Background: an optimization exercise with open tools, aiming at small area, a short achievable clock period and few clock cycles per item. Do not read the settings as production practice.
Function was checked by simulation only, so behaviour that the tests miss may differ from the original.

==> run a <==
## alu_datapath
module alu_datapath (
	input  wire        clock,
	input  wire        rst_n,
	input  wire [31:0] bus,
	input  wire        y_in,
	input  wire        start,
	input  wire [3:0]  op,
	output wire [31:0] z_hi,
	output wire [31:0] z_lo,
	output logic       done,
	output logic       busy
);
clock: 13.0 ns
lec_check: 0
cap_margin: 20
core_margin: 2
core_utilization: 45
slew_margin: 20
standard.sh (not shown) runs the stock make flow with config.mk's settings and CLKGATE_MAP_FILE= SYNTH_SCRIPT=/design/flow/synth_recipe.tcl, a recipe that flattens the netlist after the stock synthesis.
==> flow/flow/run.sh <==
#!/bin/bash
set -euo pipefail
bash standard.sh SETUP_SLACK_MARGIN=8.5 finish > standard_flow.log 2>&1
==> run b: changes against run a <==
--- a/flow/design.v
+++ b/flow/design.v
@@ -49,13 +49,13 @@
 	input  wire [3:0]  op,
 	output wire [31:0] z_hi,
 	output wire [31:0] z_lo,
 	output logic       done,
 	output logic       busy
 );
-	localparam int W = 37;    
+	localparam int W = 43;    
 	localparam logic [3:0] OP_AND = 4'd0, OP_OR = 4'd1, OP_NEG = 4'd2, OP_NOT = 4'd3,
 		OP_ADD = 4'd4, OP_SUB = 4'd5, OP_MUL = 4'd6, OP_DIV = 4'd7,
 		OP_SHR = 4'd8, OP_SHRA = 4'd9, OP_SHL = 4'd10, OP_ROR = 4'd11, OP_ROL = 4'd12;
 	logic [31:0] y_q;       
 	logic        ypend;     
 	logic [31:0] b_q;       
@@ -68,34 +68,36 @@
 	logic        st_mul;    
 	logic        st_p2;     
 	logic        st_dit;    
 	logic        st_fin;    
 	logic        st_last;   
 	logic [4:0]  cnt;
-	logic [31:0] a_q;       
-	logic [32:0] c_q;       
+	logic [33:0] a_q;       
+	logic [34:0] c_q;       
 	logic        lc;        
+	logic [7:0]  sl, cl;    
+	logic        lm_q;      
 	logic [31:0] q_q;       
-	logic [1:0]  dg_one, dg_two, dg_neg;    
+	logic [3:0]  dg_one, dg_two, dg_neg;    
 	logic        neg_q, neg_r;
 	logic        triv_q;    
 	logic        bz_q;      
 	logic [63:0] z_q;
 	wire take     = start & ~busy;
-	wire mul_end  = st_mul & (cnt == 5'd7);
+	wire mul_end  = st_mul & (cnt == 5'd3);
 	wire div_end  = st_dit & (cnt == 5'd31);
 	logic [31:0] ax_src;
 	always_comb begin
 		if (st_dit)       ax_src = {a_q[30:0], q_q[31]};
 		else if (st_fin)  ax_src = q_q;
-		else if (st_last) ax_src = a_q;
+		else if (st_last) ax_src = a_q[31:0];
 		else              ax_src = y_q;
 	end
 	wire [31:0] ax = ax_src ^ {32{x_inv_q}};
 	wire [31:0] aw = st_last ? c_q[31:0] : ({32{w_b_q}} & (b_q ^ {32{w_inv_q}}));
-	wire        acin = x_inv_q | (w_b_q & w_inv_q) | (st_last & lc);
+	wire        acin = x_inv_q | (w_b_q & w_inv_q) | (st_last & low[8]);
 	wire [32:0] addr_w = {ax, 1'b1} + {aw, acin};
 	wire [31:0] addr = addr_w[32:1];
 	wire [31:0] sh_src = st_p2 ? q_q : y_q;
 	wire [4:0]  sh_amt = st_p2 ? cnt : b_q[4:0];
 	wire [5:0]  mk_amt = {st_p2 & triv_q, sh_amt};    
 	logic [31:0] rot;
@@ -113,42 +115,54 @@
 	wire [31:0] sh_shra = sh_shr | (himask & {32{y_q[31]}});
 	wire [31:0] sres = ({32{f_and}} & (y_q & b_q)) | ({32{f_or}} & (y_q | b_q)) |
 	                   ({32{f_not}} & ~y_q) | ({32{f_ar}} & addr) |
 	                   ({32{f_shr}} & sh_shr) | ({32{f_shra}} & sh_shra) |
 	                   ({32{f_shl}} & sh_shl) | ({32{f_rot}} & rot);
 	wire fin_add = st_fin & a_q[31];
-	wire one0 = (dg_one[0] & st_mul) | fin_add;
-	wire two0 = dg_two[0] & st_mul;
-	wire neg0 = (dg_neg[0] & st_mul) | (fin_add & (neg_r ^ b_q[31]));
-	wire one1 = dg_one[1] & st_mul;
-	wire two1 = dg_two[1] & st_mul;
-	wire neg1 = dg_neg[1] & st_mul;
+	wire [3:0] one = dg_one | {3'b0, fin_add};
+	wire [3:0] two = dg_two;
+	wire [3:0] neg = dg_neg | {3'b0, fin_add & (neg_r ^ b_q[31])};
 	wire [33:0] m34 = {{2{b_q[31]}}, b_q};
-	wire [33:0] mag0 = (one0 ? m34 : (two0 ? {m34[32:0], 1'b0} : 34'd0)) ^ {34{neg0}};
-	wire [33:0] mag1 = (one1 ? m34 : (two1 ? {m34[32:0], 1'b0} : 34'd0)) ^ {34{neg1}};
-	wire          acc_on = st_mul & (cnt != 5'd0);
-	wire [W-1:0]  sx = acc_on ? {{(W-32){a_q[31]}}, a_q} :
-	                   (st_fin ? {{(W-32){a_q[31]}}, a_q} ^ {W{neg_r}} : '0);
-	wire [W-1:0]  cx = acc_on ? {{(W-33){c_q[32]}}, c_q} : '0;
-	wire [W-1:0]  r1 = {{(W-34){mag0[33]}}, mag0};
-	wire [W-1:0]  r2 = {{(W-36){mag1[33]}}, mag1, {2{neg1}}};
-	wire [W-1:0]  s1 = sx ^ cx ^ r1;
-	wire [W-1:0]  m1 = (sx & cx) | (sx & r1) | (cx & r1);
-	wire [W-1:0]  c1 = {m1[W-2:0], neg0};
-	wire [W-1:0]  s2 = s1 ^ c1 ^ r2;
-	wire [W-1:0]  m2 = (s1 & c1) | (s1 & r2) | (c1 & r2);
-	wire [W-1:0]  c2 = {m2[W-2:0], neg1};
-	wire [4:0]    low = {1'b0, s2[3:0]} + {1'b0, c2[3:0]} + {4'd0, lc};
+	logic [33:0] mag [4];
+	always_comb begin
+		for (int j = 0; j < 4; j++) begin
+			mag[j] = (one[j] ? m34 : (two[j] ? {m34[32:0], 1'b0} : 34'd0)) ^ {34{neg[j]}};
+		end
+	end
+	logic         acc_on;    
+	wire [W-1:0]  sx = acc_on ? {{(W-34){a_q[33]}}, a_q} :
+	                   (st_fin ? {{(W-32){a_q[31]}}, a_q[31:0]} ^ {W{neg_r}} : '0);
+	wire [W-1:0]  cx = acc_on ? {{(W-35){c_q[34]}}, c_q} : '0;
+	wire [W-1:0]  r1 = {{(W-34){mag[0][33]}}, mag[0]};
+	wire [W-1:0]  r2 = {{(W-36){mag[1][33]}}, mag[1], {2{neg[1]}}};
+	wire [W-1:0]  r3 = {{(W-38){mag[2][33]}}, mag[2], {4{neg[2]}}};
+	wire [W-1:0]  r4 = {{(W-40){mag[3][33]}}, mag[3], {6{neg[3]}}};
+	function automatic [2*W-1:0] csa(input [W-1:0] x, input [W-1:0] y, input [W-1:0] z, input cin);
+		logic [W-1:0] m;
+		m = (x & y) | (x & z) | (y & z);
+		csa = {x ^ y ^ z, m[W-2:0], cin};    
+	endfunction
+	wire [W-1:0]  s1a, c1a, s1b, c1b, s2, c2, s3, c3;
+	assign {s1a, c1a} = csa(sx, cx, r1, neg[0]);
+	assign {s1b, c1b} = csa(r2, r3, r4, neg[1]);
+	assign {s2, c2}   = csa(s1a, c1a, s1b, neg[2]);
+	assign {s3, c3}   = csa(s2, c2, c1b, neg[3]);
+	wire [9:0]    low_w = {1'b0, sl, 1'b1} + {1'b0, cl, lc};
+	wire [8:0]    low = low_w[9:1];
 	function automatic [2:0] booth(input [2:0] g);    
 		booth = {g[1] ^ g[0], (g == 3'b011) | (g == 3'b100), g[2] & ~(g[1] & g[0])};
 	endfunction
 	wire [31:0] mq = (cnt == 5'd0) ? y_q : q_q;
-	wire [3:0]  y_nx = ypend ? b_q[3:0] : y_q[3:0];
-	wire [4:0]  dsrc = busy ? mq[7:3] : {y_nx, 1'b0};
-	wire [2:0]  dn0 = booth(dsrc[2:0]);
-	wire [2:0]  dn1 = booth(dsrc[4:2]);
+	wire [7:0]  y_nx = ypend ? b_q[7:0] : y_q[7:0];
+	wire [8:0]  dsrc = busy ? mq[15:7] : {y_nx, 1'b0};
+	logic [3:0] dn_one, dn_two, dn_neg;
+	always_comb begin
+		for (int j = 0; j < 4; j++) begin
+			{dn_one[j], dn_two[j], dn_neg[j]} = booth(dsrc[2*j +: 3]);
+		end
+	end
 	function automatic [4:0] lsb31(input [31:0] x);
 		logic [30:0] t;
 		t = x[30:0] ^ x[31:1];
 		lsb31 = 5'd31;
 		for (int i = 0; i < 31; i++) begin
 			if (t[i]) lsb31 = 5'(30 - i);
@@ -224,33 +238,49 @@
 		if (p_div) begin
 			neg_q  <= (y_q[31] ^ b_q[31]) | bz;
 			neg_r  <= y_q[31];
 			triv_q <= triv;
 			bz_q   <= bz;
 		end
-		if (!busy | st_mul) begin
-			dg_one <= {dn1[2], dn0[2]};
-			dg_two <= {dn1[1], dn0[1]};
-			dg_neg <= {dn1[0], dn0[0]};
-		end
-		if (!busy) lc <= 1'b0;
-		else if (st_mul) lc <= low[4];
-		else if (st_fin) lc <= neg_r;
-		if (st_mul) a_q <= s2[35:4];
-		else if (st_fin) a_q <= s2[31:0];
-		else if (st_p2) a_q <= sh_lo;
-		else if (st_dit) a_q <= addr;
-		if (st_mul) c_q <= c2[36:4];
-		else if (st_fin) c_q <= {1'b0, c2[31:0]};
+		if ((take & (op == OP_MUL)) | (st_mul & ~mul_end)) begin
+			dg_one <= dn_one;
+			dg_two <= dn_two;
+			dg_neg <= dn_neg;
+		end else begin
+			dg_one <= '0;
+			dg_two <= '0;
+			dg_neg <= '0;
+		end
+		acc_on <= st_mul & ~mul_end;
+		if (!busy) begin
+			lc <= 1'b0;
+			sl <= 8'd0;
+			cl <= 8'd0;
+		end else if (st_mul) begin
+			lc <= low[8];
+			sl <= s3[7:0];
+			cl <= c3[7:0];
+		end else if (st_fin) begin
+			lc <= neg_r;
+			sl <= 8'hff;
+			cl <= 8'd0;
+		end
+		lm_q <= mul_end;
+		if (st_mul) a_q <= s3[41:8];
+		else if (st_fin) a_q <= {2'b0, s3[31:0]};
+		else if (st_p2) a_q <= {2'b0, sh_lo};
+		else if (st_dit) a_q <= {2'b0, addr};
+		if (st_mul) c_q <= c3[42:8];
+		else if (st_fin) c_q <= {3'b0, c3[31:0]};
 		if (p_div | st_fin) q_q <= addr;
-		else if (st_mul) q_q <= {low[3:0], mq[31:4]};
+		else if (st_mul) q_q <= {low[7:0], mq[31:8]};
 		else if (st_p2) q_q <= {sh_shl[31:1], sh_shl[0] | bz_q};
 		else if (st_dit) q_q <= {q_q[30:0], ~addr[31]};
 	end
 	wire [31:0] zh_d = st_last ? addr : 32'd0;
-	wire [31:0] zl_d = st_last ? q_q : sres;
+	wire [31:0] zl_d = st_last ? (lm_q ? {low[7:0], q_q[31:8]} : q_q) : sres;
 	wire zload = v_s | st_last;
 	always_ff @(posedge clock or negedge rst_n) begin
 		if (!rst_n) z_q <= '0;
 		else if (zload) z_q <= {zh_d, zl_d};
 	end
 	assign z_hi = z_q[63:32];
==> flow/flow/run.sh (replaced) <==
#!/bin/bash
set -euo pipefail
bash standard.sh SETUP_SLACK_MARGIN=9 finish > standard_flow.log 2>&1
==> notes <==
Run b completed, yet does not pass: max-capacitance violations, max-slew violations. Run a completed without violations.
In run b the register-to-register slack is lower than in run a, by 96 ps.
Against run b, the clock-buffer cell count of run a is lower by 3.
Against run a, the synthesized cell count of run b is higher by about 15%.
Of run b and run a, run b has the higher critical path depth (gap 16).
In run a the sequential cell count is lower than in run b, by 25.
Of run a and run b, run b has the higher routed wire length (gap 3.1%, measured against run b).
==> figures <==
item                                                                                    run b                run a
Result of the run                                                    finished with violations  timing/DRC/antenna clean
Violated checks                               max-capacitance violations, max-slew violations                    -
Met2 wirelength from detailed routing                                               64,600 um            63,300 um
WP buf/inv                                                                                 23                    5
Maximum fanout count along the critical path                                                3                   19
CP Data Arrival Time                                                                  5070 ps              4770 ps
Largest stage delay, worst path                                                        360 ps               650 ps
Critical hold path startpoint                                             z_q[37]$_DFFE_PN0P_  z_q[59]$_DFFE_PN0P_
Reg clk slew, reported paths                                                            70 ps                60 ps
Non-filler instance count after layout                                                  4,788                4,122
Syn Nets                                                                                4,003                3,437
Post-synth cell types                                                                      75                   83
Testbench counts of run a, summed over its fixed seeds: cycles 9,521, ops 2,400.
Testbench counts of run b, summed over its fixed seeds: cycles 8,185, ops 2,400.

## afterwards: timing with drivers on the ports
How much do the figures lean on ideal ports? The routed layouts below were timed once more, with nothing changed but the port constraints.
Step 1, drivers: a clkbuf_16 drives clock and a buf_2 each remaining input, both assumed.
Step 2 moves the port delays by t, midway between the first and last clock arrival at a register: inputs arrive t later, outputs are due t later. That takes back most of the time a late clock gives input paths.
a / b / c = ideal / step 1 / step 2; a / b = the first two.
run | t, ns | slack for setup (ns) | cell pins on the clock port's net
run a | 0.649 | 8.521 / 8.521 / 8.040 | 1
run b | 0.659 | 8.425 / 8.425 / 8.425 | 1
The setup slack of run a, which loses most, moves by 0.000 ns with the drivers and by -0.481 ns with both steps.
